Background: an optimization exercise with open tools, aiming at small area. Do not read the settings as production practice.
The RTL was checked by simulation tests, not by an equivalence proof against the original design.
Power figures rest on the tool's default switching activity, not on a simulated workload. The flow treats the clock pin as an ideal source, which a real chip does not have.

==> flow/design.v <==
module euc_ctrl_monitor #(
    parameter int NUM_CH  = 6,
    parameter int CNT_W   = 16,
    parameter int TIMEOUT = 1024,
    localparam int SEL_W  = (NUM_CH > 1) ? $clog2(NUM_CH) : 1
) (
    input  logic              clock,
    input  logic              reset,
    input  logic [NUM_CH-1:0] ap_start,
    input  logic [NUM_CH-1:0] ap_ready,
    input  logic [NUM_CH-1:0] ap_done,
    input  logic [NUM_CH-1:0] ap_continue,
    input  logic              finish,
    input  logic              rd_req,
    input  logic [SEL_W-1:0]  rd_sel,
    output logic              rd_valid,
    output logic [CNT_W-1:0]  rd_start_cnt,
    output logic [CNT_W-1:0]  rd_done_cnt,
    output logic [CNT_W-1:0]  rd_last_lat,
    output logic [CNT_W-1:0]  rd_max_lat,
    output logic [CNT_W-1:0]  rd_stall_cnt,
    output logic [5:0]        rd_status,
    output logic              all_idle
);
    localparam int CMP_W = (CNT_W > 32) ? CNT_W : 32;
    localparam logic [CMP_W-1:0] TMO_LIM = CMP_W'(TIMEOUT);
    logic [NUM_CH-1:0] busy_q, hold_q;
    logic [CNT_W-1:0]  lat_q   [NUM_CH];
    logic [CNT_W-1:0]  start_q [NUM_CH];
    logic [CNT_W-1:0]  done_q  [NUM_CH];
    logic [CNT_W-1:0]  last_q  [NUM_CH];
    logic [CNT_W-1:0]  max_q   [NUM_CH];
    logic [CNT_W-1:0]  stall_q [NUM_CH];
    logic [NUM_CH-1:0] err_q, tmo_q, gt_q;
    logic [NUM_CH-1:0] rec_q;       
    logic              frozen_q;
    logic              rd_valid_q;
    logic [SEL_W-1:0]  rd_sel_q;    
    logic [NUM_CH-1:0] rd_hit;
    function automatic logic [CNT_W-1:0] sat_inc_en(input logic [CNT_W-1:0] v, input logic en);
        logic c;
        c = en & ~(&v);
        for (int b = 0; b < CNT_W; b++) begin
            sat_inc_en[b] = v[b] ^ c;
            c = v[b] & c;
        end
    endfunction
    for (genvar i = 0; i < NUM_CH; i++) begin : g_ch
        logic acc, dn, ct, idle, act, run;
        assign acc  = ap_start[i] & ap_ready[i];
        assign dn   = ap_done[i];
        assign ct   = ap_continue[i];
        assign idle = ~busy_q[i] & ~hold_q[i];
        assign act  = busy_q[i] | (idle & acc);    
        assign run  = ~frozen_q;
        logic inc_start, inc_done, inc_stall, ld_last, ld_max;
        assign inc_start = run & acc;
        assign inc_done  = run & ct & ((act & dn) | hold_q[i]);
        assign inc_stall = run & hold_q[i] & ~ct;
        assign ld_last   = run & act & dn;
        assign ld_max    = run & busy_q[i] & dn & gt_q[i];
        always_ff @(posedge clock) begin
            lat_q[i] <= busy_q[i] ? sat_inc_en(lat_q[i], 1'b1) : CNT_W'(1);
            last_q[i] <= (last_q[i] & {CNT_W{~ld_last}}) | (lat_q[i] & {CNT_W{ld_last & busy_q[i]}});
            if (ld_max) max_q[i] <= lat_q[i];
            gt_q[i]  <= busy_q[i] ? (gt_q[i] | (lat_q[i] == max_q[i])) : ~rec_q[i];
        end
        always_ff @(posedge clock or posedge reset) begin
            if (reset) begin
                busy_q[i]  <= 1'b0;
                hold_q[i]  <= 1'b0;
                start_q[i] <= '0;
                done_q[i]  <= '0;
                rec_q[i]   <= 1'b0;
                stall_q[i] <= '0;
                err_q[i]   <= 1'b0;
                tmo_q[i]   <= 1'b0;
            end else begin
                start_q[i] <= sat_inc_en(start_q[i], inc_start);
                done_q[i]  <= sat_inc_en(done_q[i], inc_done);
                stall_q[i] <= sat_inc_en(stall_q[i], inc_stall);
                rec_q[i]   <= rec_q[i] | (run & busy_q[i] & dn);
                err_q[i] <= err_q[i] | (run & idle & ~acc & dn);
                tmo_q[i] <= tmo_q[i] | (run & busy_q[i] & (CMP_W'(lat_q[i]) >= TMO_LIM));
                busy_q[i] <= run ? (act & ~dn) : busy_q[i];
                hold_q[i] <= run ? ((act & dn & ~ct) | (hold_q[i] & ~ct)) : hold_q[i];
            end
        end
    end
    always_ff @(posedge clock or posedge reset) begin
        if (reset) begin
            frozen_q   <= 1'b0;
            rd_valid_q <= 1'b0;
        end else begin
            frozen_q   <= frozen_q | finish;
            rd_valid_q <= rd_req;
        end
    end
    always_ff @(posedge clock) begin
        rd_sel_q <= rd_sel;
    end
    always_comb begin
        for (int unsigned i = 0; i < NUM_CH; i++) rd_hit[i] = (rd_sel_q == SEL_W'(i));
    end
    always_comb begin
        rd_start_cnt = '0;
        rd_done_cnt  = '0;
        rd_last_lat  = '0;
        rd_max_lat   = '0;
        rd_stall_cnt = '0;
        rd_status    = {~|rd_hit, frozen_q, 4'b0};
        for (int unsigned i = 0; i < NUM_CH; i++) begin
            rd_start_cnt = rd_start_cnt | ({CNT_W{rd_hit[i]}} & start_q[i]);
            rd_done_cnt  = rd_done_cnt  | ({CNT_W{rd_hit[i]}} & done_q[i]);
            rd_last_lat  = rd_last_lat  | ({CNT_W{rd_hit[i] & rec_q[i]}} & last_q[i]);
            rd_max_lat   = rd_max_lat   | ({CNT_W{rd_hit[i] & rec_q[i]}} & max_q[i]);
            rd_stall_cnt = rd_stall_cnt | ({CNT_W{rd_hit[i]}} & stall_q[i]);
            rd_status    = rd_status    | ({6{rd_hit[i]}} & {2'b0, err_q[i], tmo_q[i], hold_q[i], busy_q[i]});
        end
    end
    assign rd_valid = rd_valid_q;
    assign all_idle = ~|(busy_q | hold_q);
endmodule
export LEC_CHECK = 0
export CAP_MARGIN = 10
export CORE_MARGIN = 2
export CORE_UTILIZATION = 60
export GPL_TIMING_DRIVEN = 0
export SLEW_MARGIN = 10
create_clock -name core_clock -period 5.0 [get_ports {clock}]
standard.sh (not shown) runs the stock make flow with config.mk's settings and CLKGATE_MAP_FILE= SYNTH_SCRIPT=/design/flow/synth_recipe.tcl, a recipe that flattens the netlist after the stock synthesis.
==> flow/flow/run.sh <==
#!/bin/bash
# Layout flow: the standard ORFS flow (standard.sh), built with three
# changes to how the layout is made:
#  1. Synthesis is the standard synthesis script with ABC's mapping script
#     replaced by the area-oriented flow/area.abc (flow/synth_area.tcl). The
#     registers are those of the standard synthesis; the standard synthesis is
#     also run on its own (into std/) so that flow/regnames.py can give every
#     register the instance name the standard synthesis gave it. If that
#     pairing fails, the flow falls back to the standard synthesis.
#  2. Port buffers use the smallest buffer cell (buf_1).
#  3. The clock tree uses larger sink clusters, one buffer type and no dummy
#     loads.
# Logs: std_synth.log, area_synth.log, regnames.log and flow.log here, and
# each ORFS step's own log under orfs/logs and std/logs.
set -euo pipefail
here=$(pwd)
res="$here/orfs/results/sky130hd/euc_ctrl_monitor/base"
export BUFFER_PORTS_ARGS="-buffer_cell sky130_fd_sc_hd__buf_1"
export CTS_ARGS="-sink_clustering_enable -repair_clock_nets -sink_clustering_size 30 -sink_clustering_max_diameter 200 -buf_list sky130_fd_sc_hd__clkbuf_16 -dont_use_dummy_load"
export AREA_ABC_SCRIPT="$here/flow/area.abc"

bash standard.sh WORK_HOME="$here/std" synth > std_synth.log 2>&1
synth=(SYNTH_SCRIPT="$here/flow/synth_area.tcl")
if bash standard.sh "${synth[@]}" "$res/1_2_yosys.v" > area_synth.log 2>&1 &&
   python3 flow/regnames.py "$here/std/results/sky130hd/euc_ctrl_monitor/base/1_2_yosys.v" "$res/1_2_yosys.v" > regnames.log 2>&1; then
  echo "area synthesis used" >> regnames.log
else
  echo "falling back to the standard synthesis" >> regnames.log
  rm -rf "$here/orfs"
  synth=()
fi
bash standard.sh "${synth[@]}" finish > flow.log 2>&1
Other scripts of this flow, unchanged in this note and not shown: flow/flow/area.abc, flow/flow/regnames.py, flow/flow/synth_area.tcl
The starting point completed without violations.
==> next run, changes <==
--- a/flow/config.mk
+++ b/flow/config.mk
@@ -9,4 +9,3 @@
 export CORE_MARGIN = 2
-export CORE_UTILIZATION = 60
-export GPL_TIMING_DRIVEN = 0
+export CORE_UTILIZATION = 50
 export SLEW_MARGIN = 10
Effect: Power rises by 0.31%; cell count grows by 5.5%; cell area barely changes; wire length increases by 3.6%; clock power stays flat; sequential cell count is unchanged; die area went up by 20%; register-to-register slack improves by 0.03 ns; combinational power grows by 11%.

==> afterwards: timing with drivers on the ports <==
Ports are ideal in the flow. The routed layouts listed here were re-timed in OpenROAD. Step 1: set_driving_cell puts a clkbuf_16 on clock and a buf_2 on each other input, an assumption about the parent block. Step 2 times the ports against the registers' clock, not the clock port: input delays grow and output delays shrink by t, the midpoint of the rising clock arrivals with the driver on. Three values: ideal, step 1, step 2; two values: the first two.
run | t (ns) | setup WS [ns] | slew at the worst register clock pin (ns)
the first run | 0.626 | 0.343 / 0.284 / 0.097 | 0.12 / 0.12
the second run | 0.641 | 0.468 / 0.468 / 0.187 | 0.12 / 0.12
After both steps every run listed still meets setup and hold. For the second run, which loses most, drivers alone change the setup slack by 0.000 ns; drivers and shift together by -0.281 ns.
